This design comes from an exercise in tuning for small area, a short achievable clock period and few clock cycles on the open sky130 flow, not from production work. Function was checked by simulation only, so behaviour that the tests miss may differ from the original.

==> run a <==
// path_fan_tessellator_core
module path_fan_tessellator_core #(
   parameter int MAX_SEGMENTS = 64,
   parameter int VERTEX_LIMIT = 65536
) (
   input  logic      clock,
   input  logic      reset,
   input  logic         req_valid,
   output logic         req_ready,
   input  logic [1:0]   req_type,
   input  logic         req_new_path,
   input  logic [23:0]  req_p0_x,
   input  logic [23:0]  req_p0_y,
   input  logic [23:0]  req_p1_x,
   input  logic [23:0]  req_p1_y,
   input  logic [23:0]  req_p2_x,
   input  logic [23:0]  req_p2_y,
   output logic         rsp_valid,
   input  logic         rsp_ready,
   output logic         rsp_vertex_valid,
   output logic [15:0]  rsp_vertex_index,
   output logic [23:0]  rsp_vertex_x,
   output logic [23:0]  rsp_vertex_y,
   output logic         rsp_tri_valid,
   output logic [15:0]  rsp_tri_first,
   output logic [15:0]  rsp_tri_prev,
   output logic [15:0]  rsp_tri_curr,
   output logic         rsp_dropped,
   output logic         rsp_last
);
   logic        cv_ff;
   logic [1:0]  ct_ff;
   logic        cn_ff;
   logic        take, done;
   logic [2:0]  state_ff, state_in;
   logic [16:0] last_ff, last_in;      
   logic [15:0] lm1_ff, lm1_in;        
   logic [15:0] first_ff, first_in;
   logic        first_ok_ff, first_ok_in;
   logic        prev_ok_ff, prev_ok_in;
   logic [6:0]  n_ff, n_in;
   logic [6:0]  rem_ff, rem_in;
   logic [4:0]  j_ff, j_in;
   logic [5:0]  i_ff, i_in;
   logic        rv_ff, rv_in;
   logic        vv_ff, vv_in, tv_ff, tv_in, dr_ff, dr_in, la_ff, la_in, cl_ff, cl_in;
   logic        full, out_free, beat, fok, pok, store;
   logic        ld_pen, ld_dev, nseg, pre, fetch, lv1, lv2, lv3, bias, step;
   logic [23:0] pen_x, pen_y, fq_x, fq_y, a_x, a_y;
   logic [4:0]  sel;
   logic [31:0] mag_x, mag_y, mag;
   logic [1:0][12:0] dm_x, dm_y;
   logic [1:0]  ds_x, ds_y;
   logic        do_x, do_y;
   logic [14:0] dev, dev_ff;
   logic        ovf_ff;
   logic [31:0] hsel;
   assign full     = (last_ff == 17'h0FFFF);
   assign out_free = !rv_ff || rsp_ready;
   assign fok      = first_ok_ff && !cn_ff;
   assign pok      = prev_ok_ff && !cn_ff;
   assign req_ready = !cv_ff
  ...
export LEC_CHECK = 0
export CAP_MARGIN = 20
export CORE_MARGIN = 2
export CORE_UTILIZATION = 40
export PLACE_DENSITY = 0.6
export SLEW_MARGIN = 20
create_clock -name core_clock -period 12.0 [get_ports {clock}]
run.sh (not shown) runs the stock make flow with config.mk's settings and CLKGATE_MAP_FILE= SYNTH_SCRIPT=/design/flow/synth_recipe.tcl, a recipe that flattens the netlist after the stock synthesis.
==> run b: changes against run a <==
--- a/flow/design.v
+++ b/flow/design.v
@@ -13,57 +13,40 @@
    localparam logic [2:0] ST_PRE   = 3'd2;    
    localparam logic [2:0] ST_DIV   = 3'd3;    
    localparam logic [2:0] ST_PT    = 3'd4;    
    localparam logic [2:0] ST_FLUSH = 3'd5;    
 endpackage
-module ptf_add #(
-   parameter int W = 24
-) (
-   input  logic [W-1:0] a,
-   input  logic [W-1:0] b,
-   input  logic         ci,
-   output logic [W-1:0] y
+module ptf_qadd (
+   input  logic [23:0] a,
+   input  logic [23:0] b,
+   input  logic        ci,
+   output logic [23:0] y
 );
-   logic [W-1:0] g, p, gg, pp, gn, pn;
-   logic [W:0]   c;
+   logic [23:0] g, p, gg, pp, gn, pn;
+   logic [24:0] c;
    always_comb begin
       g  = a & b;
       p  = a ^ b;
       gg = g;
       pp = p;
-      for (int s = 1; s < W; s = s * 2) begin
+      for (int s = 1; s < 24; s = s * 2) begin
          gn = gg;
          pn = pp;
-         for (int i = s; i < W; i++) begin
+         for (int i = s; i < 24; i++) begin
             gn[i] = gg[i] | (pp[i] & gg[i-s]);
             pn[i] = pp[i] & pp[i-s];
          end
          gg = gn;
          pp = pn;
       end
       c[0] = ci;
-      for (int i = 0; i < W; i++) begin
+      for (int i = 0; i < 24; i++) begin
          c[i+1] = gg[i] | (pp[i] & ci);
       end
-      y = p ^ c[W-1:0];
+      y = p ^ c[23:0];
    end
 endmodule
-module ptf_csa #(
-   parameter int W = 24
-) (
-   input  logic [W-1:0] a,
-   input  logic [W-1:0] b,
-   input  logic [W-1:0] c,
-   input  logic         ci,
-   output logic [W-1:0] s,
-   output logic [W-1:0] k
-);
-   logic [W-1:0] m;
-   assign s = a ^ b ^ c;
-   assign m = (a & b) | (a & c) | (b & c);
-   assign k = {m[W-2:0], ci};
-endmodule
 module ptf_mr_add #(
    parameter bit CORR_CARRY = 1'b1
 ) (
    input  logic [ptf_pkg::MR_W-1:0] a,
    input  logic [ptf_pkg::MR_W-1:0] b,
@@ -95,11 +78,11 @@
       c2 = c1 ? k1[2] : k0[2];
       y[DW-1:0]      = r0[0];
       y[2*DW-1:DW]   = c0 ? r1[1] : r0[1];
       y[3*DW-1:2*DW] = c1 ? r1[2] : r0[2];
    end
-   ptf_add #(.W(ptf_pkg::COORD_W)) u_q (
+   ptf_qadd u_q (
       .a  (a[ptf_pkg::MR_W-1:3*DW]),
       .b  (b[ptf_pkg::MR_W-1:3*DW]),
       .ci (c2),
       .y  (y[ptf_pkg::MR_W-1:3*DW])
    );
@@ -178,53 +161,18 @@
    assign a     = op_ff[71:48];
    assign b     = op_ff[47:24];
    assign e     = op_ff[23:0];
    assign fq    = f_ff[MW-1:3*DW];
    assign a_out = a;
-   logic [26:0] ga2, gpz, ge, hb2, gs, gk, hs, hk;
-   logic [27:0] xa, xa2, xa4, xb, xb2, xe, xp, xp2;
-   logic [27:0] k1s, k1c, k1s2, k1c2;
-   logic [27:0] k2s, k2c, k2t, k2u, k2s2, k2c2, k2s3, k2c3;
-   logic [27:0] k3s, k3c, k3t, k3u, k3s2, k3c2, k3s3, k3c3;
-   logic [27:0] c1w, c2w, c3w;
    always_comb begin
       p   = fq;
       pz  = zero_pen ? '0 : fq;
-      ga2 = {{2{a[23]}}, a, 1'b0};
-      hb2 = {{2{b[23]}}, b, 1'b0};
-      gpz = ~{{3{pz[23]}}, pz};
-      ge  = ~{{3{e[23]}}, e};
-      xa  = {{4{a[23]}}, a};
-      xa2 = {{3{a[23]}}, a, 1'b0};
-      xa4 = {{2{a[23]}}, a, 2'b0};
-      xb  = {{4{b[23]}}, b};
-      xb2 = {{3{b[23]}}, b, 1'b0};
-      xe  = {{4{e[23]}}, e};
-      xp  = {{4{p[23]}}, p};
-      xp2 = {{3{p[23]}}, p, 1'b0};
-   end
-   ptf_csa #(27) u_gc (.a(ga2), .b(gpz), .c(ge), .ci(1'b1), .s(gs), .k(gk));
-   ptf_add #(27) u_ga (.a(gs), .b(gk), .ci(1'b1), .y(g));
-   ptf_csa #(27) u_hc (.a(hb2), .b(gpz), .c(ge), .ci(1'b1), .s(hs), .k(hk));
-   ptf_add #(27) u_ha (.a(hs), .b(hk), .ci(1'b1), .y(h));
-   ptf_csa #(28) u_1a (.a(xa), .b(xa2), .c(~xp), .ci(1'b1), .s(k1s), .k(k1c));
-   ptf_csa #(28) u_1b (.a(k1s), .b(k1c), .c(~xp2), .ci(1'b0), .s(k1s2), .k(k1c2));
-   ptf_add #(28) u_1s (.a(k1s2), .b(k1c2), .ci(1'b1), .y(c1w));
-   ptf_csa #(28) u_2a (.a(xb), .b(xb2), .c(xp), .ci(1'b1), .s(k2s), .k(k2c));
-   ptf_csa #(28) u_2b (.a(xp2), .b(~xa2), .c(~xa4), .ci(1'b1), .s(k2t), .k(k2u));
-   ptf_csa #(28) u_2c (.a(k2s), .b(k2c), .c(k2t), .ci(1'b0), .s(k2s2), .k(k2c2));
-   ptf_csa #(28) u_2d (.a(k2s2), .b(k2c2), .c(k2u), .ci(1'b0), .s(k2s3), .k(k2c3));
-   ptf_add #(28) u_2s (.a(k2s3), .b(k2c3), .ci(1'b0), .y(c2w));
-   ptf_csa #(28) u_3a (.a(xe), .b(xa), .c(xa2), .ci(1'b1), .s(k3s), .k(k3c));
-   ptf_csa #(28) u_3b (.a(~xp), .b(~xb), .c(~xb2), .ci(1'b1), .s(k3t), .k(k3u));
-   ptf_csa #(28) u_3c (.a(k3s), .b(k3c), .c(k3t), .ci(1'b0), .s(k3s2), .k(k3c2));
-   ptf_csa #(28) u_3d (.a(k3s2), .b(k3c2), .c(k3u), .ci(1'b0), .s(k3s3), .k(k3c3));
-   ptf_add #(28) u_3s (.a(k3s3), .b(k3c3), .ci(1'b1), .y(c3w));
-   assign c1 = c1w[26:0];
-   assign c2 = c2w;
-   assign c3 = c3w;
-   always_comb begin
+      g   = 27'(a) + 27'(a) - 27'(pz) - 27'(e);
+      h   = 27'(b) + 27'(b) - 27'(pz) - 27'(e);
+      c1  = 27'(a) + 27'(a) + 27'(a) - 27'(p) - 27'(p) - 27'(p);
+      c2  = 28'(b) + 28'(b) + 28'(b) + 28'(p) + 28'(p) + 28'(p) - (28'(a) <<< 2) - (28'(a) <<< 1);
+      c3  = 28'(e) - 28'(p) + 28'(a) + (28'(a) <<< 1) - 28'(b) - (28'(b) <<< 1);
       cst = {f_ff[10:0], op_ff};
       c1s = cst[82:56];
       c2s = cst[55:28];
       c3s = cst[27:0];
       mag = {5'd0, c1s ^ {27{c1s[26]}}}
@@ -457,16 +405,12 @@
       .pre(pre), .fetch(fetch), .lv1(lv1), .lv2(lv2), .lv3(lv3), .bias(bias), .step(step),
       .n(n_ff), .n_new(n_in), .sel(sel), .hsel(hsel), .fq(fq_y), .a_out(a_y), .mag(mag_y),
       .dev_m(dm_y), .dev_s(ds_y), .dev_o(do_y)
    );
    assign mag = mag_x | mag_y;
-   logic [14:0] dv_s1, dv_k1, dv_s2, dv_k2, dv_s3, dv_k3;
-   ptf_csa #(15) u_dv1 (.a(15'(dm_x[0])), .b(15'(dm_x[1])), .c(15'(dm_y[0])), .ci(ds_x[0]),
-                        .s(dv_s1), .k(dv_k1));
-   ptf_csa #(15) u_dv2 (.a(dv_s1), .b(dv_k1), .c(15'(dm_y[1])), .ci(ds_x[1]), .s(dv_s2), .k(dv_k2));
-   ptf_csa #(15) u_dv3 (.a(dv_s2), .b(dv_k2), .c({14'd0, ds_y[0]}), .ci(1'b0), .s(dv_s3), .k(dv_k3));
-   ptf_add #(15) u_dva (.a(dv_s3), .b(dv_k3), .ci(ds_y[1]), .y(dev));
+   assign dev = 15'(dm_x[0]) + 15'(dm_x[1]) + 15'(dm_y[0]) + 15'(dm_y[1])
+              + 15'(ds_x[0]) + 15'(ds_x[1]) + 15'(ds_y[0]) + 15'(ds_y[1]);
    always_comb begin
       j_in = 5'd1;
       for (int k = 0; k < 32; k++) begin
          if (mag[k]) j_in = 5'(k + 1);
       end
==> run summary <==
Worst stage delay on the critical path: run a 0.94 ns; run b 0.85 ns
Routed vias: run a 83300; run b 93200
Setup WS post-layout: run a 5.24 ns; run b 3.57 ns
Count of cells along the worst register-to-register path: run a 19; run b 33
Number of different library cells in the post-synthesis netlist: run a 126; run b 130
Multi-input gate share of total cell area: run a 0.673; run b 0.696
Cell taking the most area after synthesis: run a sky130_fd_sc_hd__edfxtp_1; run b sky130_fd_sc_hd__ha_1
Area share of fa/ha/maj cells after synthesis: run a 0.274; run b 0.263
Transition time at the pin with the least slew margin: run a 1.24 ns; run b 1.23 ns
Met3 routed WL: run a 36300 µm; run b 37200 µm
Met2 layer wire length in the routed design: run a 159000 µm; run b 173000 µm
Number of inserted filler cells in the final layout: run a 22300; run b 24500
Crit Reg-Reg Endpoint: run a u_x.op_ff[54]; run b u_y.op_ff[25]
Library cell contributing the largest single delay on the critical path: run a sky130_fd_sc_hd__o41ai_1; run b sky130_fd_sc_hd__edfxtp_1
Result of the run: run a finished clean; run b finished clean
Testbench counts of run a, summed over its fixed seeds: cycles 30,875.
Testbench counts of run b, summed over its fixed seeds: cycles 30,875.

## port drivers added, routing unchanged
The flow's constraints put no driver on any port. The routed layouts listed below were extracted and timed again, unchanged, in two steps. Step 1 assumes that a clkbuf_16 drives the clock port and a buf_2 every other input. Step 2 moves the port delays by t, midway between the first and last clock arrival at a register: inputs arrive t later, outputs are due t later. That takes back most of the time a late clock gives input paths. Slacks: no drivers / after step 1 / after step 2; pairs: no drivers / after step 1.
run | t, ns | slack for setup (ns) | worst slew at a driven data input, ns
run a | 0.862 | 5.239 / 5.239 / 5.239 | 0.10
run b | 0.873 | 3.572 / 3.572 / 3.572 | 0.08
After both steps every run listed still meets setup and hold.
